Source: an optimization exercise on an open RTL-to-GDS flow (aim: small area). Production flows keep margins and buffers that such runs may drop. Only simulation tests tie the RTL to the original design; equivalence was not proved. Power is estimated from default activity; no workload was simulated.

==> design.v <==
module imem_loader #(
  parameter int N = 32
) (
  input  logic         clk,
  input  logic         reset,
  input  logic         start,
  input  logic [6:0]   count,
  input  logic         byte_valid,
  input  logic [7:0]   byte_data,
  output logic         byte_ready,
  output logic         busy,
  output logic         done,
  output logic         err,
  input  logic [5:0]   addr,
  output logic [N-1:0] q
);
  logic [N-1:0]    r_w0;               
  logic [N-1:0]    r_odd  [4][8];      
  logic [N-1:0]    r_even [1:3][8];    
  logic [N-1:0]    r_e7   [7];         
  logic [2:0]      r_ph8;              
  logic [2:0]      r_ph7;              
  logic [N-1:0]    r_pend [2];
  logic [4:0]      r_pm   [2];
  logic [1:0]      r_pv;
  logic            r_busy;         
  logic            r_chk;          
  logic            r_done;
  logic            r_err;
  logic [6:0]      r_rem;          
  logic            r_first;        
  logic [5:0]      r_last;         
  logic [1:0]      r_bidx;
  logic [23:0]     r_asm;
  logic [7:0]      r_sum;
  logic            w_xfer;
  logic            w_we;
  logic [5:0]      w_waddr;
  logic [N-1:0]    w_word;
  logic [1:0]      w_ins;          
  logic [1:0]      w_drop;         
  assign w_xfer = r_busy && !r_chk && byte_valid;
  assign w_we    = reset && w_xfer && (r_bidx == 2'd3);
  assign w_word  = {byte_data, r_asm};
  assign w_waddr = r_first ? 6'd0 : r_last + 6'd1;
  assign w_ins[1]  = r_pv[1] && (r_pm[1][2:0] == r_ph8);
  assign w_ins[0]  = r_pv[0] && ((r_pm[0][4:3] == 2'd0) ? (r_pm[0][2:0] == r_ph7)
                                                       : (r_pm[0][2:0] == r_ph8));
  assign w_drop[1] = 1'b0;
  assign w_drop[0] = (r_pm[0] == 5'd0);
  always_ff @(posedge clk) begin
    r_ph8 <= r_ph8 + 3'd1;
    r_ph7 <= (r_ph7 == 3'd7 || r_ph7 == 3'd0) ? 3'd1 : r_ph7 + 3'd1;
    for (int g = 0; g < 4; g++) begin
      for (int j = 0; j < 7; j++) r_odd[g][j] <= r_odd[g][j+1];
      r_odd[g][7] <= (w_ins[1] && r_pm[1][4:3] == 2'(g)) ? r_pend[1] : r_odd[g][0];
    end
    for (int g = 1; g < 4; g++) begin
      for (int j = 0; j < 7; j++) r_even[g][j] <= r_even[g][j+1];
      r_even[g][7] <= (w_ins[0] && r_pm[0][4:3] == 2'(g)) ? r_pend[0] : r_even[g][0];
    end
    for (int j = 0; j < 6; j++) r_e7[j] <= r_e7[j+1];
    r_e7[6] <= (w_ins[0] && r_pm[0][4:3] == 2'd0) ? r_pend[0] : r_e7[0];
  end
  always_ff @(posedge clk) begin
    if (w_we && w_waddr == 6'd0) r_w0 <= w_word;
    for (int b = 0; b < 2; b++) begin
      if (w_we && w_waddr[0] == 1'(b) && w_waddr != 6'd0) begin
        r_pend[b] <= w_word;
        r_pm[b]   <= w_waddr[5:1];
        r_pv[b]   <= 1'b1;
      end else if (w_ins[b] || w_drop[b]) begin
        r_pv[b]   <= 1'b0;
      end
    end
  end
  always_ff @(posedge clk) begin
    if (!reset) begin
      r_busy <= 1'b0;
      r_chk  <= 1'b0;
      r_done <= 1'b0;
      r_err  <= 1'b0;
    end else begin
      r_done <= 1'b0;
      r_err  <= 1'b0;
      if (!r_busy && !r_done) begin
        if (start) begin
          r_busy <= 1'b1;
          r_chk  <= 1'b0;
        end
      end else if (r_busy && r_chk) begin
        if (byte_valid) begin
          r_err  <= (byte_data != r_sum);
          r_busy <= 1'b0;
          r_done <= 1'b1;
        end
      end else if (w_we && r_rem == 7'd0) begin
        r_chk <= 1'b1;
      end
    end
  end
  always_ff @(posedge clk) begin
    if (!r_busy) begin
      r_rem  <= (count == 7'd0) ? 7'd63 : count - 7'd1;
      r_first <= 1'b1;
      r_bidx <= 2'd0;
      r_sum  <= 8'd0;
    end else if (w_xfer) begin
      r_sum  <= r_sum + byte_data;
      r_bidx <= r_bidx + 2'd1;
      if (r_bidx == 2'd3) begin
        r_first <= 1'b0;
        r_last  <= w_waddr;
        r_rem  <= r_rem - 7'd1;
      end else begin
        r_asm <= {byte_data, r_asm[23:8]};
      end
    end
  end
  assign byte_ready = r_busy;
  assign busy       = r_busy;
  assign done       = r_done;
  assign err        = r_err;
  logic [4:0]  w_m;
  logic [2:0]  w_p8;
  logic [2:0]  w_p7;
  logic [1:0]  w_hit;
  logic        w_any;
  logic [65:0] w_sel;
  logic [N-1:0] w_src [66];
  assign w_m     = addr[5:1];
  assign w_p8    = w_m[2:0] - r_ph8;
  assign w_p7    = (w_m[2:0] >= r_ph7) ? w_m[2:0] - r_ph7 : w_m[2:0] - r_ph7 - 3'd1;
  assign w_hit[0] = r_pv[0] && !addr[0] && (r_pm[0] == w_m);
  assign w_hit[1] = r_pv[1] &&  addr[0] && (r_pm[1] == w_m);
  assign w_any   = w_hit[0] || w_hit[1];
  always_comb begin
    w_sel = '0;
    for (int g = 0; g < 4; g++)
      for (int j = 0; j < 8; j++)
        w_sel[8*g+j] = !w_any && addr[0] && w_m[4:3] == 2'(g) && w_p8 == 3'(j);
    for (int g = 1; g < 4; g++)
      for (int j = 0; j < 8; j++)
        w_sel[24+8*g+j] = !w_any && !addr[0] && w_m[4:3] == 2'(g) && w_p8 == 3'(j);
    for (int j = 0; j < 7; j++)
      w_sel[56+j] = !w_any && !addr[0] && w_m[4:3] == 2'd0 && w_m[2:0] != 3'd0 && w_p7 == 3'(j);
    w_sel[63] = (addr == 6'd0);
    w_sel[64] = w_hit[0];
    w_sel[65] = w_hit[1];
  end
  always_comb begin
    for (int g = 0; g < 4; g++)
      for (int j = 0; j < 8; j++) w_src[8*g+j] = r_odd[g][j];
    for (int g = 1; g < 4; g++)
      for (int j = 0; j < 8; j++) w_src[24+8*g+j] = r_even[g][j];
    for (int j = 0; j < 7; j++) w_src[56+j] = r_e7[j];
    w_src[63] = r_w0;
    w_src[64] = r_pend[0];
    w_src[65] = r_pend[1];
  end
  for (genvar b = 0; b < N; b++) begin : g_rd
    logic [65:0] w_d;
    always_comb
      for (int i = 0; i < 66; i++) w_d[i] = w_src[i][b];
    il_rdbit u_rd (.s(w_sel), .d(w_d), .q(q[b]));
  end
endmodule
module il_rdbit (
  input  logic [65:0] s,
  input  logic [65:0] d,
  output logic        q
);
  logic [21:0] t;
  logic [5:0]  u;
  logic [2:0]  v;
  for (genvar i = 0; i < 22; i++) begin : g_a
    il_aoi222 u_a (.a1(s[3*i]), .a2(d[3*i]), .b1(s[3*i+1]), .b2(d[3*i+1]),
                   .c1(s[3*i+2]), .c2(d[3*i+2]), .y(t[i]));
  end
  il_nand4 u_n0 (.a(t[0]),  .b(t[1]),  .c(t[2]),  .d(t[3]),  .y(u[0]));
  il_nand4 u_n1 (.a(t[4]),  .b(t[5]),  .c(t[6]),  .d(t[7]),  .y(u[1]));
  il_nand4 u_n2 (.a(t[8]),  .b(t[9]),  .c(t[10]), .d(t[11]), .y(u[2]));
  il_nand4 u_n3 (.a(t[12]), .b(t[13]), .c(t[14]), .d(t[15]), .y(u[3]));
  il_nand3 u_n4 (.a(t[16]), .b(t[17]), .c(t[18]), .y(u[4]));
  il_nand3 u_n5 (.a(t[19]), .b(t[20]), .c(t[21]), .y(u[5]));
  il_nor2  u_o0 (.a(u[0]), .b(u[1]), .y(v[0]));
  il_nor2  u_o1 (.a(u[2]), .b(u[3]), .y(v[1]));
  il_nor2  u_o2 (.a(u[4]), .b(u[5]), .y(v[2]));
  il_nand3 u_f  (.a(v[0]), .b(v[1]), .c(v[2]), .y(q));
endmodule
module il_aoi222 (input logic a1, a2, b1, b2, c1, c2, output logic y);
  assign y = ~((a1 & a2) | (b1 & b2) | (c1 & c2));
endmodule
module il_nand4 (input logic a, b, c, d, output logic y);
  assign y = ~(a & b & c & d);
endmodule
module il_nand3 (input logic a, b, c, output logic y);
  assign y = ~(a & b & c);
endmodule
module il_nor2 (input logic a, b, output logic y);
  assign y = ~(a | b);
endmodule
==> flow/run.sh <==
#!/bin/bash
# Own layout flow: the standard ORFS flow (standard.sh), with
#  - clock tree synthesis without dummy loads, clkbuf_8 leaf clusters
#  - port buffers of the smallest buffer cell
# make's output goes to flow.log; ORFS keeps each step's log under orfs/logs.
set -euo pipefail
export CTS_ARGS="-sink_clustering_enable -repair_clock_nets -dont_use_dummy_load -buf_list sky130_fd_sc_hd__clkbuf_8 -sink_clustering_size 16 -sink_clustering_max_diameter 40"
export BUFFER_PORTS_ARGS="-buffer_cell sky130_fd_sc_hd__buf_1"
bash standard.sh > flow.log 2>&1
==> standard.sh <==
#!/bin/bash
# synth_recipe.tcl (not shown) runs the flow's synth.tcl, then flattens the netlist and writes it again
# the make line also repeats each setting of config.mk as NAME=value (left out here)
make -C /OpenROAD-flow-scripts/flow DESIGN_CONFIG=/design/flow/config.mk WORK_HOME=/design/flow/orfs CLKGATE_MAP_FILE= SYNTH_SCRIPT=/design/flow/synth_recipe.tcl "${@:-finish}"
==> config.mk <==
export PLATFORM = sky130hd
export DESIGN_NAME = imem_loader
export DESIGN_NICKNAME = imem_loader
export VERILOG_FILES = /design/flow/design.v
export SDC_FILE = /design/flow/constraint.sdc
export NUM_CORES = 4
export LEC_CHECK = 0
export CAP_MARGIN = 0
export CORE_MARGIN = 2
export CORE_UTILIZATION = 50
export PLACE_DENSITY = 0.9
export SLEW_MARGIN = 0
export SYNTH_HIERARCHICAL = 1
==> constraint.sdc <==
create_clock -name core_clock -period 10.0 [get_ports {clk}]
set_input_delay 2.0000 -clock core_clock [delete_from_list [all_inputs] [get_ports {clk}]]
set_output_delay 2.0000 -clock core_clock [all_outputs]
set_load 0.01 [all_outputs]
==> reports/qor.csv, run 1 <==
stage,metric,value,unit
timing,final setup fails,0,
clocking,CTS Root Cell,clkbuf_8,
pwr,power density cells,203,nW/um2
worst_hold_path,Hold EP,r_odd[16][25],
global_routing,pin count of the biggest net entering global routing,39,
worst_setup_path,CP Buf/Inv Count,3,
timing,final hold vios,0,
worst_setup_path,worst path cell trace,buf_1 -> xor2_1 -> nor4_1 -> and4_1 -> buf_4 -> or4b_1 -> nor2_4 -> a222oi_1 -> nand4_1 -> nor2_1 -> nand3_1 -> buf_1,
timing,setup TNS,0,ns
clocking,Max clock buf depth,3,
floorplanning,Die Area,121000,um2
clocking,Hold Buf Count CTS,0,
global_routing,GRT Util Overall,0.263,
worst_setup_path,FF-to-FF setup slack,7.17,ns
logic_synthesis,Post-synth EDFFs,143,
final_layout,Final Cell Area,64100,um2
logic_synthesis,Synth Instances,3843,
logic_synthesis,Syn Std Cell Area,59200,um2
logic_synthesis,Synth top cells by count,"dfxtp_1, a222oi_1, mux2_2",
logic_synthesis,sequential share of the synthesized area,0.763,
clocking,post_cts resized,0,
run,max_cap viols,0,
worst_setup_path,slowest CP cell,nor2_4,
worst_hold_path,Hold Path Class,reg -> reg,
logic_synthesis,synth top area cells,"dfxtp_1, a222oi_1, edfxtp_1, mux2_2, nand4_1",
worst_hold_path,Hold Path Cell Cnt,0,
placement,Placed Area,61800,um2
final_layout,layout cells sized above 1,0.123,
placement,post-DP HPWL,96000,um
placement,PortBufs,60,
worst_setup_path,worst stage delay on the critical path,1.15,ns
logic_synthesis,"flops & latches, synth",2182,
worst_setup_path,worst r2r dst,r_odd[31][0],
clocking,setup repair bufs after CTS,0,
placement,RePlAce Congestion,0.851,
global_routing,first-pass GRT wire length,242000,um
timing,unrepaired setup endpoints after global routing,false,
worst_setup_path,crit-path leading delay family,simple AND/OR/NAND/NOR gates,
final_layout,nets,4117,
clocking,CTS tree,yes,
final_layout,area delta synth->final,8.34,%
pwr,Power Total,13.0,mW
detailed_routing,DR vias,38177,
clocking,Sink Count,2182,
clocking,total CTS buffers,163,
timing,f_max,119,MHz
timing,max-slew violations,0,
logic_synthesis,"Async S/R FF share, synth",0,
logic_synthesis,"count leader, synth",dfxtp_1,
worst_setup_path,crit start category,primary input,
worst_setup_path,cells on worst reg2reg path,5,
worst_hold_path,Hold Startpoint,r_odd[17][25],
final_layout,filler instances,8633,
floorplanning,io pins,61,
timing,Final Skew,0.0586,ns
detailed_routing,drt via density,6.81,
detailed_routing,Initial DRC Count,8038,
floorplanning,Starting Density,0.502,
logic_synthesis,synth unique cells,63,
worst_setup_path,Worst R2R Start,r_pm[1][0],
logic_synthesis,syn avg cell area,15.4,um2
logic_synthesis,"Primary FF master, synth",dfxtp_1,
floorplanning,die width,348,um
pwr,leakage power,23.5,nW
floorplanning,CORE AREA,118000,um2
clocking,htree depth,4,
clocking,worst skew pair latency,0.84,ns
detailed_routing,drt pass-1 iters,14,
global_routing,vias in the first global route,39376,
logic_synthesis,post-synth net total,3891,
detailed_routing,Post-DRT Antenna Nets,0,
timing,post-route minimum period,8.39,ns
pwr,worst vdd ir,0.000130,V
global_routing,GRT overflow,0,
worst_setup_path,crit path capture type,output pin,
detailed_routing,Residual DRC,0,
clocking,clk slew on worst S/H paths,0.10,ns
worst_setup_path,WP data required,8.00,ns
timing,Worst Max-Slew Pin Slew,1.42,ns
floorplanning,die height,348,um
worst_setup_path,kind of critical path,in -> out,
outcome,status,no timing/DRC/antenna violations,
timing,final cycle utilization of the critical path,0.839,
worst_setup_path,crit path DAT,6.39,ns
global_routing,antenna violations before repair,4,
worst_setup_path,CP dominant cell by count,buf_1,
logic_synthesis,top cell type by total area after synthesis,dfxtp_1,
detailed_routing,WL final,164000,um
detailed_routing,routed len/inst,29.2,um
logic_synthesis,Yosys Warn Count,13,
worst_setup_path,crit-path max FO,37,
logic_synthesis,post-synth top area share,0.690,
timing,worst slew margin relative to its limit,0.0517,
floorplanning,Site Rows,126,
==> routing by layer <==
metal  wire (um)  global-route usage  part of all wire  vias up
met5          23             0.00160           0.00014        -
li1            -                   -                 -    15835
met4       11500               0.167             0.070        4
met3       23200              0.0694              0.14      631
met1       58800               0.338              0.36    18571
met2       70400               0.393              0.43     3136
==> modules after synthesis (local to each module, per instance), excerpt <==
module / flops+latches / cells / cell area [um2] / times used
il_aoi222: 0 / 1 / 10.0 / 704
il_nand3: 0 / 1 / 5.00 / 96
il_nand4: 0 / 1 / 6.26 / 128
il_nor2: 0 / 1 / 3.75 / 96
imem_loader: 2182 / 2819 / 50500 / 1
==> placed cells by master (no fill, tap or decap), drive strengths merged, types with 7 or more instances in the layout <==
cell    count
nand2      41
nand3     115
a21oi      11
inv        23
nand4     130
nor2      173
and3        7
mux2      256
o21ai      14
clkbuf    163
nor3       11
edfxtp    143
xor2       20
a222oi    704
buf       101
xnor2      22
ha         20
dfxtp    2039
==> worst max path at each step <==
stage	slack [ns]	cells after the start	from	to
4_1_cts	1.82	12	addr[2]	q[20]
2_1_floorplan	2.19	14	addr[1]	q[0]
5_1_grt	1.50	12	addr[5]	q[11]
3_5_place_dp	1.92	12	addr[2]	q[20]
6_report	1.61	12	addr[4]	q[20]
3_3_place_gp	2.03	12	addr[2]	q[18]
==> stage by stage <==
stage | cells | utilization | hold slack, ns | worst slack [ns]
2_1_floorplan | 3843 | - | 0.330 | 2.19
3_3_place_gp | 5440 | 0.525 | 0.331 | 2.03
3_5_place_dp | 5440 | 0.525 | 0.335 | 1.92
4_1_cts | 5603 | 0.544 | 0.297 | 1.82
5_1_grt | 5605 | 0.544 | 0.301 | 1.50
6_report | 5606 | 0.544 | 0.293 | 1.61
==> power breakdown <==
group	total (mW)	internal (mW)	switching, mW
logic	0.167	0.0384	0.128
registers	8.79	8.78	0.0121
clock network	4.04	1.46	2.58
==> final cells by class <==
cell class / instances / area (um2) / share of cell area
antenna: 3 / 7.51 / 0.000117
clock buffer: 163 / 2240 / 0.0350
inverter: 23 / 86.3 / 0.00135
multi-input combinational: 1598 / 14200 / 0.221
sequential: 2182 / 45100 / 0.704
tap: 1536 / 1920 / 0.0300
timing repair buffer: 101 / 533 / 0.00832
==> logic make-up after synthesis <==
kind of cell | count (synthesis) | share of synthesized area
buf+inv | 63 | 0.00482
fa+ha+maj | 23 | 0.00525
flops | 2182 | 0.763
simple gates | 515 | 0.0445
xor+xnor | 42 | 0.00622
compound gates | 758 | 0.125
mux | 260 | 0.0513
==> state kept, by name, summed over array words and instances (netlist names), 2 cells and up <==
signal,count
r_last,6
r_odd,1024
r_ph8,3
r_sum,8
r_w0,32
r_asm,24
r_bidx,2
r_e7,224
r_pv,2
r_even,768
r_pend,64
r_rem,7
r_ph7,3
r_pm,10
==> run 2, diff against run 1 <==
--- a/design.v
+++ b/design.v
@@ -23,3 +23,3 @@
   logic [N-1:0]    r_pend [2];
-  logic [4:0]      r_pm   [2];
+  logic [4:0]      w_pm   [2];       
   logic [1:0]      r_pv;
@@ -31,3 +31,5 @@
   logic            r_first;        
-  logic [5:0]      r_last;         
+  logic            r_second;       
+  logic [5:0]      r_last;
+  logic [5:0]      w_prev;
   logic [1:0]      r_bidx;
@@ -44,8 +46,11 @@
   assign w_word  = {byte_data, r_asm};
-  assign w_waddr = r_first ? 6'd0 : r_last + 6'd1;
-  assign w_ins[1]  = r_pv[1] && (r_pm[1][2:0] == r_ph8);
-  assign w_ins[0]  = r_pv[0] && ((r_pm[0][4:3] == 2'd0) ? (r_pm[0][2:0] == r_ph7)
-                                                       : (r_pm[0][2:0] == r_ph8));
+  assign w_waddr = r_first ? 6'd0 : r_second ? 6'd1 : r_last + 6'd1;
+  assign w_prev  = r_last - 6'd1;
+  assign w_pm[0] = r_last[0] ? w_prev[5:1] : r_last[5:1];
+  assign w_pm[1] = r_last[0] ? r_last[5:1] : w_prev[5:1];
+  assign w_ins[1]  = r_pv[1] && (w_pm[1][2:0] == r_ph8);
+  assign w_ins[0]  = r_pv[0] && ((w_pm[0][4:3] == 2'd0) ? (w_pm[0][2:0] == r_ph7)
+                                                       : (w_pm[0][2:0] == r_ph8));
   assign w_drop[1] = 1'b0;
-  assign w_drop[0] = (r_pm[0] == 5'd0);
+  assign w_drop[0] = (w_pm[0] == 5'd0);
   always_ff @(posedge clk) begin
@@ -55,3 +60,3 @@
       for (int j = 0; j < 7; j++) r_odd[g][j] <= r_odd[g][j+1];
-      r_odd[g][7] <= (w_ins[1] && r_pm[1][4:3] == 2'(g)) ? r_pend[1] : r_odd[g][0];
+      r_odd[g][7] <= (w_ins[1] && w_pm[1][4:3] == 2'(g)) ? r_pend[1] : r_odd[g][0];
     end
@@ -59,6 +64,6 @@
       for (int j = 0; j < 7; j++) r_even[g][j] <= r_even[g][j+1];
-      r_even[g][7] <= (w_ins[0] && r_pm[0][4:3] == 2'(g)) ? r_pend[0] : r_even[g][0];
+      r_even[g][7] <= (w_ins[0] && w_pm[0][4:3] == 2'(g)) ? r_pend[0] : r_even[g][0];
     end
     for (int j = 0; j < 6; j++) r_e7[j] <= r_e7[j+1];
-    r_e7[6] <= (w_ins[0] && r_pm[0][4:3] == 2'd0) ? r_pend[0] : r_e7[0];
+    r_e7[6] <= (w_ins[0] && w_pm[0][4:3] == 2'd0) ? r_pend[0] : r_e7[0];
   end
@@ -69,3 +74,2 @@
         r_pend[b] <= w_word;
-        r_pm[b]   <= w_waddr[5:1];
         r_pv[b]   <= 1'b1;
@@ -96,3 +100,3 @@
         end
-      end else if (w_we && r_rem == 7'd0) begin
+      end else if (w_we && r_rem == 7'd1) begin
         r_chk <= 1'b1;
@@ -103,4 +107,5 @@
     if (!r_busy) begin
-      r_rem  <= (count == 7'd0) ? 7'd63 : count - 7'd1;
+      r_rem  <= {count[6] || count == 7'd0, count[5:0]};    
       r_first <= 1'b1;
+      r_second <= 1'b0;
       r_bidx <= 2'd0;
@@ -111,4 +116,5 @@
       if (r_bidx == 2'd3) begin
-        r_first <= 1'b0;
-        r_last  <= w_waddr;
+        r_first  <= 1'b0;
+        r_second <= r_first;
+        if (!r_first) r_last <= w_waddr;
         r_rem  <= r_rem - 7'd1;
@@ -133,4 +139,4 @@
   assign w_p7    = (w_m[2:0] >= r_ph7) ? w_m[2:0] - r_ph7 : w_m[2:0] - r_ph7 - 3'd1;
-  assign w_hit[0] = r_pv[0] && !addr[0] && (r_pm[0] == w_m);
-  assign w_hit[1] = r_pv[1] &&  addr[0] && (r_pm[1] == w_m);
+  assign w_hit[0] = r_pv[0] && !addr[0] && (w_pm[0] == w_m);
+  assign w_hit[1] = r_pv[1] &&  addr[0] && (w_pm[1] == w_m);
   assign w_any   = w_hit[0] || w_hit[1];
--- a/config.mk
+++ b/config.mk
@@ -10,3 +10,3 @@
 export CORE_UTILIZATION = 50
-export PLACE_DENSITY = 0.9
+export PLACE_DENSITY = 0.95
 export SLEW_MARGIN = 0
==> run 2 against run 1 <==
Compared with the run above: critical path depth rose by 3; via count rose by 7.3%; combinational power fell by 13%; clock power rose by 3%; wire length rose by 15%; first-iteration DRC count rose by 13%; worst hold slack got worse by 0.010 ns; area after synthesis fell by 0.27%; power rose by 0.49%; die area fell by 0.26%; non-clock buffer count rose by 31; critical endpoint is now q[15].
==> reports/qor.csv, run 2 <==
stage,metric,value,unit,change
worst_setup_path,crit-path leading delay family,compound AO/OA/AOI/OAI gates,,
final_layout,layout cells sized above 1,0.139,,+0.0160
floorplanning,Starting Density,0.502,,-0.000667
placement,RePlAce Congestion,0.859,,+0.89%
final_layout,most frequent cells in the layout,"dfxtp_1, a222oi_1, mux2_2, clkbuf_8, edfxtp_1",,
logic_synthesis,Synth Instances,3851,,+0.21%
floorplanning,die width,348,um,-0.13%
detailed_routing,DRT met1 WL,57500,um,-2.2%
pwr,Net Sw Frac,0.213,,+0.00443
logic_synthesis,post-synth net total,3900,,+0.23%
worst_setup_path,FF-to-FF setup slack,6.00,ns,-1.17 ns
pwr,P_int,10.3,mW,about the same
pwr,register share of total power,0.670,,-0.007
clocking,worst skew pair latency,0.91,ns,+0.07 ns
clocking,CTS Root Cell,clkbuf_8,,
pwr,power density cells,203,nW/um2,+0.28%
placement,pre-CTS setup slack,1.60,ns,-0.319 ns
timing,worst hold margin,0.283,ns,-0.0103 ns
pwr,worst vdd ir,0.000157,V,+21%
run,max_cap viols,0,,unchanged
logic_synthesis,"Primary FF master, synth",dfxtp_1,,
clocking,post_cts resized,0,,unchanged
clocking,clk slew on worst S/H paths,0.09,ns,about the same
global_routing,vias in the first global route,43600,,+11%
worst_setup_path,WP data required,8.00,ns,about the same
pwr,Net Sw Power,2.79,mW,+2.6%
global_routing,GRT overflow,0,,unchanged
logic_synthesis,synth top area cells,"dfxtp_1, a222oi_1, edfxtp_1, mux2_2, nand4_1",,
timing,setup TNS,0,ns,unchanged
detailed_routing,Residual DRC,0,,unchanged
timing,post-route minimum period,9.16,ns,+0.766 ns
worst_setup_path,worst stage delay on the critical path,0.87,ns,-0.28 ns
final_layout,Top Registers,"r_odd x1024, r_even x768, r_e7 x224",,
logic_synthesis,synth unique cells,56,,-11%
worst_setup_path,crit path DAT,7.16,ns,+0.77 ns
logic_synthesis,Syn Std Cell Area,59000,um2,-0.27%
clocking,CTS tree,yes,,
detailed_routing,drt via density,7.26,,+6.6%
global_routing,pin count of the biggest net entering global routing,42,,+7.7%
logic_synthesis,post-synth top area share,0.692,,+0.00218
logic_synthesis,sequential share of the synthesized area,0.760,,-0.00271
floorplanning,io pins,61,,unchanged
logic_synthesis,"count leader, synth",dfxtp_1,,
worst_setup_path,worst path cell trace,inv_1 -> ha_1 -> nor2b_1 -> nor3b_1 -> xnor2_1 -> xnor2_1 -> o31ai_4 -> buf_4 -> nor3_2 -> buf_4 -> a222oi_1 -> nand4_1 -> nor2_1 -> nand3_1 -> buf_1,,
clocking,Sink Count,2173,,-0.41%
timing,Final Skew,0.119,ns,+0.0605 ns
worst_setup_path,crit path capture type,output pin,,
final_layout,filler instances,8370,,-3.0%
worst_setup_path,crit-path max FO,41,,+11%
detailed_routing,met3 wire length,29900,um,+29%
clocking,setup repair bufs after CTS,0,,unchanged
global_routing,first-pass GRT wire length,274000,um,+13%
placement,post-DP HPWL,102000,um,+5.7%
floorplanning,Site Rows,126,,unchanged
logic_synthesis,Synth Area in XOR/XNOR,0.00700,,+0.000780
floorplanning,die height,348,um,-0.13%
logic_synthesis,"flops & latches, synth",2173,,-0.41%
final_layout,Top reg by flops,r_odd,,
worst_setup_path,crit start category,flop,,
timing,worst slew margin relative to its limit,0.0777,,+0.0261
logic_synthesis,post-synthesis mux area share,0.0520,,+0.000710
timing,f_max,109,MHz,-8.4%
logic_synthesis,simple-gate share of the synthesized area,0.0462,,+0.00177
clocking,Max clock buf depth,3,,unchanged
detailed_routing,Initial DRC Count,9119,,+13%
pwr,combinational share of power,0.011,,-0.002
timing,final setup fails,0,,unchanged
detailed_routing,Post-DRT Antenna Nets,0,,unchanged
clocking,Hold Buf Count CTS,0,,unchanged
final_layout,area delta synth->final,8.86,%,
timing,final hold vios,0,,unchanged
worst_hold_path,Hold Path Class,reg -> reg,,
logic_synthesis,compound-gate portion of the synthesized area,0.124,,-0.00121
timing,unrepaired setup endpoints after global routing,false,,
global_routing,GRT Util Overall,0.300,,+0.0379
logic_synthesis,Post-synth EDFFs,133,,-7.0%
timing,final cycle utilization of the critical path,0.916,,+0.0766
outcome,status,no timing/DRC/antenna violations,,
logic_synthesis,syn avg cell area,15.3,um2,-0.47%
pwr,leakage power,23.5,nW,+0.28%
clocking,total CTS buffers,168,,+3.1%
timing,fin worst setup slack,0.840,ns,-0.766 ns
floorplanning,CORE AREA,118000,um2,-0.13%
detailed_routing,DR vias,40960,,+7.3%
detailed_routing,Top Metal Used,met5,,
global_routing,antenna violations before repair,14,,+10
floorplanning,Die Area,121000,um2,-0.26%
logic_synthesis,top cell type by total area after synthesis,dfxtp_1,,
detailed_routing,drt pass-1 iters,12,,-2
worst_setup_path,kind of critical path,reg -> out,,
timing,Worst Max-Slew Pin Slew,1.38,ns,-0.0357 ns
pwr,Clock power frac,0.319,,+0.008
logic_synthesis,Yosys Warn Count,13,,unchanged
detailed_routing,WL final,188000,um,+15%
logic_synthesis,adder-cell share of the synthesized area,0.00547,,+0.000226
detailed_routing,routed len/inst,33.3,um,+14%
final_layout,max FFs per register,1024,,unchanged
logic_synthesis,"Async S/R FF share, synth",0,,unchanged
worst_setup_path,CP Buf/Inv Count,4,,+1
logic_synthesis,Synth top cells by count,"dfxtp_1, a222oi_1, mux2_2",,
timing,max-slew violations,0,,unchanged
placement,PortBufs,60,,unchanged
logic_synthesis,largest family of logic cells by synthesized area,compound AO/OA/AOI/OAI gates,,
detailed_routing,wire length on met2,82200,um,+17%
final_layout,nets,4153,,+0.87%
final_layout,"leading cell type in the layout, fill and taps excluded",dfxtp_1,,
worst_setup_path,slowest CP cell,o31ai_4,,
clocking,htree depth,4,,unchanged
==> run 2: cell types whose count changed in the layout (fill, tap and decap cells not counted), sizes merged, moves of 7 or more <==
cell,before,now
buf,101,132
edfxtp,143,133
nor2,173,127
nor3,11,76
o21ai,14,7
==> run 2: area by class of cell <==
class	count	area (um2)	area share
diodes	4	10.0	0.000156
clock buffers	168	2310	0.0360
inverters	23	86.3	0.00134
multi-input cells	1606	14300	0.223
flip-flops and latches	2173	44800	0.698
well taps	1536	1920	0.0299
repair buffers	132	766	0.0119
==> run 2: logic make-up after synthesis <==
family,after synthesis
buffers and inverters,72
AO/OA/AOI/OAI,744
XOR/XNOR,44
AND/OR/NAND/NOR,532
flip-flops,2173
multiplexers,262
adder cells (fa/ha/maj),24
==> run 2: power by group through the flow <==
| stage | registers, mW | logic [mW] | clock network [mW] |
|---|---|---|---|
| floorplan | 8.95 | 0.0688 | 0 |
| global placement | 8.95 | 0.125 | 0 |
| detailed placement | 8.95 | 0.131 | 0 |
| CTS | 8.75 | 0.134 | 4.12 |
| global route | 8.76 | 0.145 | 4.40 |
| finish | 8.75 | 0.145 | 4.16 |
==> run 2: stage by stage <==
| step | std cells | util | total power [mW] | instance area (um2) |
|---|---|---|---|---|
| global placement | 5470 | 0.526 | 9.08 | 61900 |
| detailed placement | 5470 | 0.526 | 9.08 | 61900 |
| finish | 5642 | 0.546 | 13.1 | 64200 |
| floorplan | 3851 | - | 9.02 | 59000 |
| global route | 5639 | 0.546 | 13.3 | 64200 |
| CTS | 5638 | 0.546 | 13.0 | 64200 |
==> run 2: modules after synthesis (local to each module, per instance), excerpt <==
| module | copies in the design | cell area, um2 |
|---|---|---|
| imem_loader | 1 | 50300 |
| il_nor2 | 96 | 3.75 |
| il_nand4 | 128 | 6.26 |
| il_nand3 | 96 | 5.00 |
| il_aoi222 | 704 | 10.0 |
==> run 2: worst paths after layout <==
check	start	endpoint	depth (start not counted)
setup / recovery	r_last[0]	q[15]	15
hold / removal	r_odd[30][26]	r_odd[29][26]	0
setup reg to reg	r_last[0]	r_even[23][27]	9
hold reg to reg	r_odd[30][26]	r_odd[29][26]	0
==> run 2: worst reg2reg max path: cells and delay by family (launching register included) <==
family | cells | cell delay, ns
flops | 1 | 0.51
mux | 3 | 0.96
fa+ha+maj | 1 | 0.19
simple gates | 2 | 0.63
xor+xnor | 1 | 0.63
buf+inv | 2 | 0.91
==> run 2: routing by layer <==
metal	global-route usage	vias up
met4	0.243	16
met3	0.120	1527
li1	-	15914
met1	0.326	19422
met5	0	-
met2	0.466	4081
==> run 3, diff against run 2 <==
--- a/design.v
+++ b/design.v
@@ -180,3 +180,3 @@
   logic [5:0]  u;
-  logic [2:0]  v;
+  logic [0:0]  v;
   for (genvar i = 0; i < 22; i++) begin : g_a
@@ -191,6 +191,4 @@
   il_nand3 u_n5 (.a(t[19]), .b(t[20]), .c(t[21]), .y(u[5]));
-  il_nor2  u_o0 (.a(u[0]), .b(u[1]), .y(v[0]));
-  il_nor2  u_o1 (.a(u[2]), .b(u[3]), .y(v[1]));
-  il_nor2  u_o2 (.a(u[4]), .b(u[5]), .y(v[2]));
-  il_nand3 u_f  (.a(v[0]), .b(v[1]), .c(v[2]), .y(q));
+  il_or4   u_o0 (.a(u[0]), .b(u[1]), .c(u[2]), .d(u[3]), .y(v[0]));
+  il_or3   u_f  (.a(v[0]), .b(u[4]), .c(u[5]), .y(q));
 endmodule
@@ -205,4 +203,7 @@
 endmodule
-module il_nor2 (input logic a, b, output logic y);
-  assign y = ~(a | b);
-endmodule
+module il_or4 (input logic a, b, c, d, output logic y);
+  assign y = a | b | c | d;
+endmodule
+module il_or3 (input logic a, b, c, output logic y);
+  assign y = a | b | c;
+endmodule
--- a/flow/run.sh
+++ b/flow/run.sh
@@ -6,3 +6,3 @@
 set -euo pipefail
-export CTS_ARGS="-sink_clustering_enable -repair_clock_nets -dont_use_dummy_load -buf_list sky130_fd_sc_hd__clkbuf_8 -sink_clustering_size 16 -sink_clustering_max_diameter 40"
+export CTS_ARGS="-sink_clustering_enable -repair_clock_nets -dont_use_dummy_load -buf_list sky130_fd_sc_hd__clkbuf_8 -sink_clustering_size 18 -sink_clustering_max_diameter 50"
 export BUFFER_PORTS_ARGS="-buffer_cell sky130_fd_sc_hd__buf_1"
==> run 3 against run 2 <==
Compared with the run above: sequential power hardly changed; worst hold slack better by 0.013 ns; power shrank 2.5%; sequential cell count did not move; synthesized cell count is 1.7% lower; final cell count shrank 1.6%; die area shrank 0.13%.
==> reports/qor.csv, run 3 <==
stage,metric,value,unit,change
final_layout,layout cells sized above 1,0.138,,-0.00142
worst_setup_path,crit-path max FO,41,,unchanged
timing,Worst Max-Slew Pin Slew,1.26,ns,-0.126 ns
placement,placed cells,5404,,-1.2%
timing,max-slew violations,0,,unchanged
global_routing,GRT overflow,0,,unchanged
timing,final hold vios,0,,unchanged
clocking,total CTS buffers,141,,-16%
placement,PortBufs,60,,unchanged
final_layout,max FFs per register,1024,,unchanged
logic_synthesis,synth top area cells,"dfxtp_1, a222oi_1, edfxtp_1, mux2_2, nand4_1",,
timing,worst slew margin relative to its limit,0.162,,+0.0842
global_routing,GRT Util Overall,0.287,,-0.0136
clocking,htree depth,4,,unchanged
worst_setup_path,crit path capture type,output pin,,
floorplanning,io pins,61,,unchanged
timing,worst hold margin,0.296,ns,+0.0134 ns
worst_setup_path,crit start category,flop,,
logic_synthesis,Syn Std Cell Area,58900,um2,-0.14%
detailed_routing,drt via density,7.14,,-1.6%
logic_synthesis,Post-synth EDFFs,133,,unchanged
final_layout,sequential standard cell area,44800,um2,unchanged
final_layout,Top reg by flops,r_odd,,
logic_synthesis,top cell type by total area after synthesis,dfxtp_1,,
logic_synthesis,"Async S/R FF share, synth",0,,unchanged
clocking,post_cts resized,0,,unchanged
detailed_routing,Initial DRC Count,8981,,-1.5%
worst_setup_path,kind of critical path,reg -> out,,
logic_synthesis,largest family of logic cells by synthesized area,compound AO/OA/AOI/OAI gates,,
floorplanning,CORE AREA,117000,um2,-0.93%
final_layout,most frequent cells in the layout,"dfxtp_1, a222oi_1, mux2_2, clkbuf_8, edfxtp_1",,
logic_synthesis,sequential share of the synthesized area,0.761,,+0.00103
logic_synthesis,adder-cell share of the synthesized area,0.00548,,+0.00000744
worst_hold_path,Hold Path Class,reg -> reg,,
worst_setup_path,CP dominant cell by count,xnor2_1,,
timing,final cycle utilization of the critical path,0.929,,+0.0131
pwr,power density cells,200,nW/um2,-1.8%
placement,post-DP HPWL,106000,um,+4.2%
detailed_routing,routed len/inst,32.2,um,-3.2%
clocking,CTS tree,yes,,
worst_setup_path,WP data required,8.00,ns,about the same
timing,final setup fails,0,,unchanged
logic_synthesis,Synth Instances,3787,,-1.7%
pwr,leakage power,23.5,nW,about the same
final_layout,final design utilization,0.548,,+0.00167
outcome,status,no timing/DRC/antenna violations,,
final_layout,"leading cell type in the layout, fill and taps excluded",dfxtp_1,,
timing,setup TNS,0,ns,unchanged
logic_synthesis,post-synth top area share,0.693,,+0.000941
clocking,Hold Buf Count CTS,0,,unchanged
final_layout,area delta synth->final,8.33,%,
logic_synthesis,"Primary FF master, synth",dfxtp_1,,
global_routing,vias in the first global route,41625,,-4.5%
timing,unrepaired setup endpoints after global routing,false,,
final_layout,Top Registers,"r_odd x1024, r_even x768, r_e7 x224",,
clocking,Sink Count,2173,,unchanged
global_routing,first-pass GRT wire length,263000,um,-4.1%
worst_setup_path,crit path DAT,7.29,ns,+0.13 ns
global_routing,pin count of the biggest net entering global routing,42,,unchanged
timing,f_max,108,MHz,-1.4%
floorplanning,die height,347,um,about the same
logic_synthesis,"count leader, synth",dfxtp_1,,
clocking,clk slew on worst S/H paths,0.11,ns,+0.02 ns
worst_setup_path,worst path cell trace,inv_1 -> ha_1 -> nor2b_1 -> nor3b_1 -> xnor2_1 -> xnor2_1 -> o31ai_4 -> buf_12 -> nor3_2 -> buf_4 -> a222oi_1 -> nand4_1 -> or4_1 -> or3_1 -> buf_1,,
worst_setup_path,worst stage delay on the critical path,0.91,ns,+0.04 ns
timing,post-route minimum period,9.29,ns,+0.131 ns
detailed_routing,DR vias,39674,,-3.1%
floorplanning,Starting Density,0.506,,+0.00400
final_layout,filler instances,8080,,-3.5%
worst_setup_path,crit-path leading delay family,simple AND/OR/NAND/NOR gates,,
logic_synthesis,simple-gate share of the synthesized area,0.0449,,-0.00130
floorplanning,Site Rows,125,,-0.79%
timing,Final Skew,0.0808,ns,-0.0384 ns
detailed_routing,Residual DRC,0,,unchanged
final_layout,post-route non-filler standard cell count,5553,,-1.6%
floorplanning,Die Area,121000,um2,-0.13%
final_layout,nets,4072,,-2.0%
logic_synthesis,syn avg cell area,15.6,um2,+1.6%
global_routing,antenna violations before repair,19,,+5
floorplanning,die width,347,um,about the same
logic_synthesis,post-synthesis mux area share,0.0521,,+0.0000707
run,max_cap viols,0,,unchanged
clocking,CTS Root Cell,clkbuf_8,,
logic_synthesis,Yosys Warn Count,13,,unchanged
worst_setup_path,CP Buf/Inv Count,4,,unchanged
logic_synthesis,"flops & latches, synth",2173,,unchanged
clocking,worst skew pair latency,0.90,ns,about the same
placement,RePlAce Congestion,0.869,,+1.2%
logic_synthesis,post-synth net total,3836,,-1.6%
detailed_routing,WL final,179000,um,-4.7%
detailed_routing,Post-DRT Antenna Nets,0,,unchanged
worst_setup_path,slowest CP cell,o31ai_4,,
logic_synthesis,compound-gate portion of the synthesized area,0.124,,+0.000169
final_layout,Multi-input gate area,14200,um2,-0.78%
logic_synthesis,synth unique cells,56,,unchanged
logic_synthesis,Synth Area in XOR/XNOR,0.00701,,+0.00000951
detailed_routing,drt pass-1 iters,11,,-1
clocking,Max clock buf depth,3,,unchanged
logic_synthesis,Synth top cells by count,"dfxtp_1, a222oi_1, mux2_2",,
clocking,setup repair bufs after CTS,0,,unchanged
pwr,worst vdd ir,0.000163,V,+3.8%
==> run 3: cell count changes after synthesis <==
cell     change
nand3_1     -32
nor2_1      -96
or3_1       +32
or4_1       +32
==> run 3: area by class of cell <==
type                       instances  share of cell area
tap                             1524              0.0299
antenna                            8            0.000314
multi-input combinational       1542               0.222
inverter                          23             0.00135
clock buffer                     141              0.0304
timing repair buffer             142              0.0134
sequential                      2173               0.702
==> run 3: final timing paths <==
path	cells after the start	to	from	slack (ns)
hold / removal	0	r_even[10][29]	r_even[11][29]	0.30
hold reg to reg	0	r_even[10][29]	r_even[11][29]	0.30
setup / recovery	15	q[11]	r_last[0]	0.71
setup reg to reg	9	r_even[23][6]	r_last[0]	6.21
==> run 3: Yosys stat by module (local to each module, per instance), excerpt <==
module | flip-flops and latches | times used | cells inside
il_nand4 | 0 | 128 | 1
il_or4 | 0 | 32 | 1
il_or3 | 0 | 32 | 1
il_nand3 | 0 | 64 | 1
imem_loader | 2173 | 1 | 2827
il_aoi222 | 0 | 704 | 1
==> run 3: per-stage QoR <==
step	worst slack [ns]	power, mW	area (um2)
global placement	1.55	9.07	61900
global route	0.686	13.0	63800
finish	0.709	12.7	63800
detailed placement	1.33	9.08	61900
CTS	1.04	12.7	63800
floorplan	2.10	9.02	58900
==> run 3: kinds of logic (layout without fill, tap and decap cells) <==
| family | count (synthesis) | in the layout |
|---|---|---|
| flip-flops | 2173 | 2173 |
| AO/OA/AOI/OAI | 744 | 744 |
| AND/OR/NAND/NOR | 468 | 468 |
| multiplexers | 262 | 262 |
| buffers and inverters | 72 | 306 |
| XOR/XNOR | 44 | 44 |
| adder cells (fa/ha/maj) | 24 | 24 |
| other | 0 | 8 |
==> run 3: metal layers <==
metal / share of wire / routed length [um] / global-route usage / vias to the layer above
li1: - / - / - / 15778
met1: 0.32 / 57400 / 0.332 / 19006
met2: 0.45 / 80600 / 0.450 / 3777
met3: 0.15 / 26200 / 0.0933 / 1093
met4: 0.081 / 14600 / 0.203 / 20
met5: 0.0010 / 180 / 0 / -
==> run 3: power by group <==
part / internal, mW / leakage [nW] / total [mW] / switching [mW]
clock: 1.28 / 1.01 / 3.85 / 2.57
sequential: 8.74 / 17.6 / 8.75 / 0.0118
combinational: 0.0309 / 4.91 / 0.140 / 0.109
==> run 3: worst register-to-register path, stage by stage (launching register included) <==
cell and delay [ns]:
edfxtp_1 0.53, inv_1 0.13, ha_1 0.19, and4bb_2 0.31, mux2i_4 0.31, mux2i_1 0.26
xor2_1 0.59, or4_2 0.25, buf_4 0.62, mux2_4 0.45
==> run 4, diff against run 3 <==
--- a/flow/run.sh
+++ b/flow/run.sh
@@ -4,2 +4,4 @@
 #  - port buffers of the smallest buffer cell
+#  - power recovery (downsizing of gates off the critical paths) after
+#    global routing
 # make's output goes to flow.log; ORFS keeps each step's log under orfs/logs.
@@ -8,2 +10,3 @@
 export BUFFER_PORTS_ARGS="-buffer_cell sky130_fd_sc_hd__buf_1"
+export RECOVER_POWER=100
 bash standard.sh > flow.log 2>&1
--- a/config.mk
+++ b/config.mk
@@ -10,3 +10,3 @@
 export CORE_UTILIZATION = 50
-export PLACE_DENSITY = 0.95
+export PLACE_DENSITY = 0.9
 export SLEW_MARGIN = 0
==> run 4 against run 3 <==
Compared with the run above: the layout now fails its checks (capacitance limit, slew limit); clock skew increased by 0.0072 ns; critical path depth decreased by 2; combinational power decreased by 4%.
==> reports/qor.csv, run 4 <==
stage,metric,value,unit,change
final_layout,area delta synth->final,7.95,%,
detailed_routing,routed len/inst,29.0,um,-10%
timing,unrepaired setup endpoints after global routing,false,,
worst_setup_path,crit start category,primary input,,
worst_hold_path,Hold Startpoint,r_even[14][31],,
floorplanning,Starting Density,0.506,,unchanged
logic_synthesis,syn avg cell area,15.6,um2,unchanged
pwr,worst vdd ir,0.000155,V,-5.1%
logic_synthesis,sequential share of the synthesized area,0.761,,unchanged
final_layout,filler instances,8542,,+5.7%
clocking,worst skew pair latency,0.89,ns,about the same
clocking,Sink Count,2173,,unchanged
run,max_cap viols,12,,+12
worst_hold_path,Hold EP,r_even[13][31],,
global_routing,GRT Util Overall,0.259,,-0.0279
timing,final hold vios,0,,unchanged
final_layout,max FFs per register,1024,,unchanged
placement,post-DP HPWL,102000,um,-3.9%
clocking,CTS tree,yes,,
worst_setup_path,worst r2r dst,r_even[23][6],,
logic_synthesis,synth unique cells,56,,unchanged
detailed_routing,Initial DRC Count,7176,,-20%
logic_synthesis,top cell type by total area after synthesis,dfxtp_1,,
worst_setup_path,cells on worst reg2reg path,9,,unchanged
timing,final cycle utilization of the critical path,0.920,,-0.00939
logic_synthesis,Synth Instances,3787,,unchanged
final_layout,nets,4071,,-0.025%
timing,f_max,109,MHz,+1.0%
clocking,total CTS buffers,143,,+1.4%
clocking,Hold Buf Count CTS,0,,unchanged
clocking,clk slew on worst S/H paths,0.11,ns,about the same
final_layout,Top Registers,"r_odd x1024, r_even x768, r_e7 x224",,
logic_synthesis,"Primary FF master, synth",dfxtp_1,,
floorplanning,die height,347,um,unchanged
clocking,CTS Root Cell,clkbuf_8,,
global_routing,vias in the first global route,39640,,-4.8%
placement,pre-CTS setup slack,1.53,ns,+0.201 ns
floorplanning,Site Rows,125,,unchanged
timing,worst slew margin relative to its limit,-1.38,,-1.54
pwr,leakage power,23.4,nW,-0.55%
pwr,Power Total,12.7,mW,-0.60%
detailed_routing,Residual DRC,0,,unchanged
global_routing,antenna violations before repair,13,,-6
clocking,post_cts resized,0,,unchanged
clocking,Max clock buf depth,3,,unchanged
clocking,htree depth,4,,unchanged
logic_synthesis,post-synth top area share,0.693,,unchanged
worst_setup_path,kind of critical path,in -> out,,
placement,RePlAce Congestion,0.864,,-0.61%
outcome,status,failed layout checks,,
logic_synthesis,"flops & latches, synth",2173,,unchanged
final_layout,"leading cell type in the layout, fill and taps excluded",dfxtp_1,,
worst_hold_path,Hold Path Cell Cnt,0,,unchanged
logic_synthesis,Post-synth EDFFs,133,,unchanged
global_routing,pin count of the biggest net entering global routing,58,,+38%
floorplanning,die width,347,um,unchanged
worst_setup_path,crit path capture type,output pin,,
worst_setup_path,FF-to-FF setup slack,4.70,ns,-1.51 ns
worst_hold_path,Hold Path Class,reg -> reg,,
detailed_routing,WL final,161000,um,-10%
timing,max-slew violations,388,,+388
worst_setup_path,crit-path max FO,57,,+39%
timing,final setup fails,0,,unchanged
timing,Final Skew,0.0879,ns,+0.00715 ns
outcome,Layout Check Fails,"capacitance limit, slew limit",,
final_layout,most frequent cells in the layout,"dfxtp_1, a222oi_1, mux2_2, clkbuf_8, edfxtp_1",,
floorplanning,io pins,61,,unchanged
logic_synthesis,post-synth net total,3836,,unchanged
clocking,setup repair bufs after CTS,0,,unchanged
detailed_routing,Post-DRT Antenna Nets,0,,unchanged
worst_setup_path,WP data required,8.00,ns,about the same
logic_synthesis,synth top area cells,"dfxtp_1, a222oi_1, edfxtp_1, mux2_2, nand4_1",,
global_routing,first-pass GRT wire length,240000,um,-8.8%
timing,fin worst setup slack,0.803,ns,+0.0939 ns
timing,Worst Max-Slew Pin Slew,3.55,ns,+2.30 ns
placement,PortBufs,60,,unchanged
global_routing,GRT overflow,0,,unchanged
timing,setup TNS,0,ns,unchanged
logic_synthesis,Syn Std Cell Area,58900,um2,unchanged
detailed_routing,drt pass-1 iters,12,,+1
logic_synthesis,Synth top cells by count,"dfxtp_1, a222oi_1, mux2_2",,
detailed_routing,drt via density,6.85,,-4.2%
worst_setup_path,Worst R2R Start,r_last[0],,
floorplanning,Die Area,121000,um2,unchanged
timing,post-route minimum period,9.20,ns,-0.0939 ns
floorplanning,CORE AREA,117000,um2,unchanged
logic_synthesis,Yosys Warn Count,13,,unchanged
final_layout,layout cells sized above 1,0.125,,-0.0124
logic_synthesis,"Async S/R FF share, synth",0,,unchanged
final_layout,Top reg by flops,r_odd,,
pwr,power density cells,199,nW/um2,-0.26%
logic_synthesis,"count leader, synth",dfxtp_1,,
detailed_routing,DR vias,37985,,-4.3%
worst_setup_path,crit path DAT,7.20,ns,-0.09 ns
-- run 4: cell types whose count changed in the layout (fill, tap and decap cells not counted), moves of 4 or more --
cell | before | now
buf_4 | 81 | 68
mux2_1 | 8 | 39
clkbuf_1 | 0 | 17
mux2_4 | 30 | 1
nor3_2 | 61 | 57
nor3_1 | 15 | 19
buf_1 | 60 | 52
diode_2 | 8 | 4
-- run 4: cell families (layout without fill, tap and decap cells) --
| family | after synthesis | after routing | synth area share |
|---|---|---|---|
| AO/OA/AOI/OAI | 744 | 744 | 0.124 |
| AND/OR/NAND/NOR | 468 | 468 | 0.0449 |
| buffers and inverters | 72 | 305 | 0.00527 |
| adder cells (fa/ha/maj) | 24 | 24 | 0.00548 |
| XOR/XNOR | 44 | 44 | 0.00701 |
| flip-flops | 2173 | 2173 | 0.761 |
| other | 0 | 4 | 0 |
| multiplexers | 262 | 262 | 0.0521 |
-- run 4: where the power goes --
part | internal [mW] | total, mW | switching, mW
Clock | 1.29 | 3.78 | 2.49
Combinational | 0.0304 | 0.134 | 0.104
Sequential | 8.74 | 8.75 | 0.0119
-- run 4: per-stage QoR --
| step | instance area, um2 | hold WS, ns | instances | util |
|---|---|---|---|---|
| 3_5_place_dp | 61800 | 0.335 | 5401 | 0.531 |
| 2_1_floorplan | 58900 | 0.330 | 3787 | - |
| 3_3_place_gp | 61800 | 0.331 | 5401 | 0.531 |
| 6_report | 63600 | 0.291 | 5548 | 0.546 |
| 5_1_grt | 63600 | 0.292 | 5546 | 0.546 |
| 4_1_cts | 63800 | 0.284 | 5544 | 0.548 |
-- run 4: per-module statistics from Yosys (local to each module, per instance), excerpt --
| module | cell area (um2) | flip-flops and latches | copies in the design | cells inside |
|---|---|---|---|---|
| imem_loader | 50300 | 2173 | 1 | 2827 |
| il_nand4 | 6.26 | 0 | 128 | 1 |
| il_or4 | 7.51 | 0 | 32 | 1 |
| il_aoi222 | 10.0 | 0 | 704 | 1 |
| il_nand3 | 5.00 | 0 | 64 | 1 |
| il_or3 | 6.26 | 0 | 32 | 1 |
-- run 4: worst max path at each step --
| stage | startpoint | endpoint | slack [ns] | cells after the start |
|---|---|---|---|---|
| 2_1_floorplan | addr[1] | q[0] | 2.10 | 14 |
| 3_3_place_gp | addr[5] | q[30] | 1.65 | 13 |
| 3_5_place_dp | addr[5] | q[30] | 1.53 | 13 |
| 4_1_cts | addr[5] | q[18] | 1.47 | 13 |
| 5_1_grt | addr[5] | q[27] | 0.67 | 13 |
| 6_report | addr[5] | q[18] | 0.80 | 13 |
-- run 4: cell type report --
cell class	count	area [um2]	share of cell area
Antenna cell	4	10.0	0.000157
Clock buffer	143	1970	0.0309
Inverter	23	86.3	0.00136
Multi-Input combinational cell	1542	14000	0.220
Sequential cell	2173	44800	0.705
Tap cell	1524	1910	0.0300
Timing Repair Buffer	139	779	0.0123
-- run 4: layer usage --
metal / wire, um / up-vias / share of wire / GRT usage
met2: 71600 / 3048 / 0.45 / 0.401
li1: - / 15739 / - / -
met5: 88 / - / 0.00055 / 0
met4: 13300 / 14 / 0.083 / 0.197
met1: 55400 / 18390 / 0.34 / 0.310
met3: 20400 / 794 / 0.13 / 0.0663
-- run 4: critical path: stages --
cell	delay (ns)
clkbuf_1	0.36
xor2_1	0.12
nor4b_1	0.26
nand4_1	0.27
o31ai_4	0.11
buf_4	0.73
nor3_1	0.17
clkbuf_2	0.64
a222oi_1	0.78
nand4_1	0.43
or4_1	0.62
or3_1	0.43
buf_1	0.16
==> run 5, diff against run 4 <==
--- a/design.v
+++ b/design.v
@@ -142,16 +142,33 @@
   assign w_any   = w_hit[0] || w_hit[1];
+  logic [3:0]  w_godd;
+  logic [3:1]  w_geven;
+  logic        w_ge7;
+  logic [7:0]  w_at8;
+  logic [6:0]  w_at7;
+  logic        w_zhi, w_zlo;
   always_comb begin
-    w_sel = '0;
-    for (int g = 0; g < 4; g++)
-      for (int j = 0; j < 8; j++)
-        w_sel[8*g+j] = !w_any && addr[0] && w_m[4:3] == 2'(g) && w_p8 == 3'(j);
-    for (int g = 1; g < 4; g++)
-      for (int j = 0; j < 8; j++)
-        w_sel[24+8*g+j] = !w_any && !addr[0] && w_m[4:3] == 2'(g) && w_p8 == 3'(j);
-    for (int j = 0; j < 7; j++)
-      w_sel[56+j] = !w_any && !addr[0] && w_m[4:3] == 2'd0 && w_m[2:0] != 3'd0 && w_p7 == 3'(j);
-    w_sel[63] = (addr == 6'd0);
-    w_sel[64] = w_hit[0];
-    w_sel[65] = w_hit[1];
-  end
+    for (int g = 0; g < 4; g++) w_godd[g]  = !w_any &&  addr[0] && w_m[4:3] == 2'(g);
+    for (int g = 1; g < 4; g++) w_geven[g] = !w_any && !addr[0] && w_m[4:3] == 2'(g);
+    w_ge7 = !w_any && !addr[0] && w_m[4:3] == 2'd0 && w_m[2:0] != 3'd0;
+    for (int j = 0; j < 8; j++) w_at8[j] = (w_p8 == 3'(j));
+    for (int j = 0; j < 7; j++) w_at7[j] = (w_p7 == 3'(j));
+    w_zhi = (addr[5:3] == 3'd0);
+    w_zlo = (addr[2:0] == 3'd0);
+  end
+  for (genvar g = 0; g < 4; g++) begin : g_so
+    for (genvar j = 0; j < 8; j++) begin : g_j
+      il_and2 u_s (.a(w_godd[g]), .b(w_at8[j]), .y(w_sel[8*g+j]));
+    end
+  end
+  for (genvar g = 1; g < 4; g++) begin : g_se
+    for (genvar j = 0; j < 8; j++) begin : g_j
+      il_and2 u_s (.a(w_geven[g]), .b(w_at8[j]), .y(w_sel[24+8*g+j]));
+    end
+  end
+  for (genvar j = 0; j < 7; j++) begin : g_s7
+    il_and2 u_s (.a(w_ge7), .b(w_at7[j]), .y(w_sel[56+j]));
+  end
+  il_and2 u_s63 (.a(w_zhi), .b(w_zlo), .y(w_sel[63]));
+  il_and2 u_s64 (.a(r_pv[0] && !addr[0]), .b(w_pm[0] == w_m), .y(w_sel[64]));
+  il_and2 u_s65 (.a(r_pv[1] &&  addr[0]), .b(w_pm[1] == w_m), .y(w_sel[65]));
   always_comb begin
@@ -194,2 +211,5 @@
 endmodule
+module il_and2 (input logic a, b, output logic y);
+  assign y = a & b;
+endmodule
 module il_aoi222 (input logic a1, a2, b1, b2, c1, c2, output logic y);
--- a/flow/run.sh
+++ b/flow/run.sh
@@ -4,4 +4,2 @@
 #  - port buffers of the smallest buffer cell
-#  - power recovery (downsizing of gates off the critical paths) after
-#    global routing
 # make's output goes to flow.log; ORFS keeps each step's log under orfs/logs.
@@ -10,3 +8,2 @@
 export BUFFER_PORTS_ARGS="-buffer_cell sky130_fd_sc_hd__buf_1"
-export RECOVER_POWER=100
 bash standard.sh > flow.log 2>&1
==> run 5 against run 4 <==
Compared with the run above: now clean on timing, DRC and antenna; critical path depth grew 2; worst setup slack gained 0.43 ns; synthesized cell count up 0.32%; largest cell class unchanged; sequential share of layout area grew 0.20 points; critical endpoint is now q[28]; first-iteration DRC count increased by 6.3%; clock power is essentially flat; global-route usage increased by 0.86 points; critical path type unchanged.
==> reports/qor.csv, run 5 <==
stage,metric,value,unit,change
timing,final setup fails,0,,unchanged
floorplanning,die height,347,um,about the same
worst_setup_path,origin of the worst setup path,addr[1],,
floorplanning,CORE AREA,117000,um2,unchanged
floorplanning,die width,347,um,about the same
worst_setup_path,crit path capture type,output pin,,
final_layout,max FFs per register,1024,,unchanged
placement,post-DP HPWL,101000,um,-0.76%
final_layout,nets,4083,,+0.29%
detailed_routing,Initial DRC Count,7628,,+6.3%
worst_setup_path,crit start category,primary input,,
worst_setup_path,Worst R2R Start,r_last[0],,
clocking,htree depth,4,,unchanged
final_layout,final design utilization,0.544,,-0.00156
final_layout,area delta synth->final,7.54,%,
floorplanning,Site Rows,125,,unchanged
timing,max-slew violations,0,,-100%
logic_synthesis,synth unique cells,54,,-3.6%
timing,final hold vios,0,,unchanged
logic_synthesis,"Primary FF master, synth",dfxtp_1,,
placement,RePlAce Congestion,0.892,,+3.3%
detailed_routing,routed len/inst,30.1,um,+3.8%
clocking,worst skew pair latency,0.89,ns,about the same
detailed_routing,drt via density,6.87,,+0.40%
global_routing,pin count of the biggest net entering global routing,34,,-41%
final_layout,Top reg by flops,r_odd,,
timing,Final Skew,0.0895,ns,+0.00160 ns
logic_synthesis,Post-synth EDFFs,133,,unchanged
clocking,clk slew on worst S/H paths,0.10,ns,about the same
final_layout,filler instances,8497,,-0.53%
logic_synthesis,"Async S/R FF share, synth",0,,unchanged
pwr,worst vdd ir,0.000151,V,-2.8%
logic_synthesis,sequential share of the synthesized area,0.760,,about the same
clocking,setup repair bufs after CTS,0,,unchanged
logic_synthesis,Synth Instances,3799,,+0.32%
logic_synthesis,Synth top cells by count,"dfxtp_1, a222oi_1, mux2_2",,
logic_synthesis,"count leader, synth",dfxtp_1,,
worst_hold_path,Hold Startpoint,r_odd[1][29],,
logic_synthesis,post-synth top area share,0.693,,about the same
final_layout,most frequent cells in the layout,"dfxtp_1, a222oi_1, mux2_2, clkbuf_8, edfxtp_1",,
timing,final cycle utilization of the critical path,0.876,,-0.0434
logic_synthesis,post-synth net total,3848,,+0.31%
clocking,Hold Buf Count CTS,0,,unchanged
pwr,power density cells,200,nW/um2,+0.33%
clocking,total CTS buffers,140,,-2.1%
timing,f_max,114,MHz,+5.0%
final_layout,"leading cell type in the layout, fill and taps excluded",dfxtp_1,,
detailed_routing,drt pass-1 iters,12,,unchanged
worst_setup_path,kind of critical path,in -> out,,
logic_synthesis,synth top area cells,"dfxtp_1, a222oi_1, edfxtp_1, mux2_2, nand4_1",,
pwr,leakage power,23.6,nW,+0.87%
clocking,CTS tree,yes,,
clocking,post_cts resized,0,,unchanged
logic_synthesis,syn avg cell area,15.5,um2,-0.22%
timing,setup TNS,0,ns,unchanged
timing,worst slew margin relative to its limit,0.188,,+1.57
detailed_routing,Residual DRC,0,,unchanged
global_routing,GRT Util Overall,0.268,,+0.00863
clocking,CTS Root Cell,clkbuf_8,,
logic_synthesis,Syn Std Cell Area,59000,um2,about the same
worst_setup_path,crit-path max FO,18,,-68%
final_layout,Top Registers,"r_odd x1024, r_even x768, r_e7 x224",,
logic_synthesis,Yosys Warn Count,13,,unchanged
worst_setup_path,crit path DAT,6.76,ns,-0.44 ns
clocking,Max clock buf depth,3,,unchanged
clocking,Sink Count,2173,,unchanged
worst_hold_path,Hold Path Class,reg -> reg,,
detailed_routing,Post-DRT Antenna Nets,0,,unchanged
global_routing,vias in the first global route,40078,,+1.1%
detailed_routing,DR vias,38220,,+0.62%
placement,PortBufs,60,,unchanged
floorplanning,Die Area,121000,um2,about the same
global_routing,GRT overflow,0,,unchanged
timing,Worst Max-Slew Pin Slew,1.22,ns,-2.34 ns
run,max_cap viols,0,,-12
timing,post-route minimum period,8.76,ns,-0.434 ns
logic_synthesis,top cell type by total area after synthesis,dfxtp_1,,
logic_synthesis,"flops & latches, synth",2173,,unchanged
floorplanning,Starting Density,0.506,,about the same
global_routing,first-pass GRT wire length,247000,um,+2.8%
outcome,status,no timing/DRC/antenna violations,,
timing,unrepaired setup endpoints after global routing,false,,
worst_setup_path,WP data required,8.00,ns,about the same
global_routing,antenna violations before repair,5,,-8
detailed_routing,WL final,167000,um,+4.0%
final_layout,layout cells sized above 1,0.114,,-0.0115
floorplanning,io pins,61,,unchanged
==> run 5: power breakdown <==
part | switching, mW | internal (mW)
combinational | 0.101 | 0.0321
clock | 2.52 | 1.27
sequential | 0.0136 | 8.74
==> run 5: worst paths after layout <==
path                                      to  cells after the start  slack, ns
worst max-delay path                   q[28]                     15       1.24
worst min-delay path            r_odd[0][29]                      0       0.29
worst min register to register  r_odd[0][29]                      0       0.29
worst max register to register    r_e7[6][2]                      7       6.44
==> run 5: area by class of cell <==
| type | count | area (um2) | share of cell area |
|---|---|---|---|
| timing repair buffer | 136 | 796 | 0.0125 |
| multi-input combinational | 1557 | 13900 | 0.218 |
| sequential | 2173 | 44800 | 0.707 |
| tap | 1524 | 1910 | 0.0301 |
| inverter | 26 | 97.6 | 0.00154 |
| clock buffer | 140 | 1930 | 0.0304 |
| antenna | 4 | 10.0 | 0.000158 |
==> run 5: routing by layer <==
layer | GRT usage | share of wire | vias up
met5 | 0 | 0.00022 | -
met4 | 0.212 | 0.089 | 6
met3 | 0.0711 | 0.14 | 891
met2 | 0.413 | 0.44 | 3329
met1 | 0.318 | 0.33 | 18249
li1 | - | - | 15745
==> run 5: per-module statistics from Yosys, one instance, submodules excluded, excerpt <==
| module | flops+latches | cells |
|---|---|---|
| il_and2 | 0 | 1 |
| il_aoi222 | 0 | 1 |
| il_nand3 | 0 | 1 |
| il_nand4 | 0 | 1 |
| il_or3 | 0 | 1 |
| il_or4 | 0 | 1 |
| imem_loader | 2173 | 2773 |
==> run 5: logic make-up (layout without fill, tap and decap cells) <==
kind of cell | count (synthesis) | in the layout | share of synthesized area
AOI/OAI and AO/OA | 755 | 755 | 0.125
xor gates and xnor gates | 38 | 38 | 0.00636
adders and majority gates | 24 | 24 | 0.00547
buffers and inverters | 69 | 302 | 0.00554
DFF | 2173 | 2173 | 0.760
muxes | 261 | 261 | 0.0498
other | 0 | 4 | 0
and+or+nand+nor | 479 | 479 | 0.0474
==> run 5: worst max-delay path, cell delays in order <==
cell and delay [ns]:
buf_1 0.13, inv_1 0.16, ha_1 0.16, inv_1 0.04, fa_1 0.38, xnor2_1 0.37
xor2_1 0.34, nor2_1 0.18, and2_1 0.56, buf_4 0.45, a222oi_1 0.39, nand4_1 0.27
or4_1 0.74, or3_1 0.43, buf_1 0.14
==> run 5: through the flow <==
| stage | instances | instance area (um2) | worst slack, ns | hold WS [ns] | power (mW) |
|---|---|---|---|---|---|
| after floorplan | 3799 | 59000 | 2.94 | 0.330 | 9.02 |
| after global placement | 5416 | 61500 | 1.69 | 0.331 | 9.07 |
| after detailed placement | 5416 | 61500 | 1.52 | 0.335 | 9.08 |
| after CTS | 5556 | 63400 | 1.55 | 0.293 | 12.6 |
| after global routing | 5558 | 63400 | 1.30 | 0.297 | 12.9 |
| final | 5560 | 63400 | 1.24 | 0.293 | 12.7 |

==> re-timing with driven ports <==
Ports are ideal in the flow. The routed layouts listed here were re-timed in OpenROAD. Step 1 (the two cells are an assumption about what drives the block):
set clk [get_ports {clk}]
set_driving_cell -lib_cell sky130_fd_sc_hd__clkbuf_16 $clk
set_driving_cell -lib_cell sky130_fd_sc_hd__buf_2 [delete_from_list [all_inputs] $clk]
Step 2, shift: input delay + t, output delay - t, t = (earliest + latest rising clock arrival at the registers) / 2. This alone moves slack from input paths to output paths. a / b / c = no drivers / after step 1 / after step 2; a / b = the first two.
run	shift t [ns]	slack for setup (ns)	hold WS [ns]	clock arrival spread, ns	pins driven straight from the clock port
run 1	0.903	1.606 / 1.544 / 1.544	0.293 / 0.293 / 0.293	0.090 / 0.090	1
run 2	0.926	0.840 / 0.765 / 0.981	0.283 / 0.283 / 0.283	0.123 / 0.124	1
run 3	0.908	0.709 / 0.636 / 0.814	0.296 / 0.296 / 0.296	0.126 / 0.127	1
run 4	0.912	0.803 / 0.775 / 0.775	0.291 / 0.291 / 0.291	0.107 / 0.107	1
run 5	0.909	1.237 / 1.216 / 1.216	0.293 / 0.293 / 0.293	0.117 / 0.116	1
The setup slack of run 1, which loses most, moves by -0.062 ns with the drivers and by -0.062 ns with both steps.
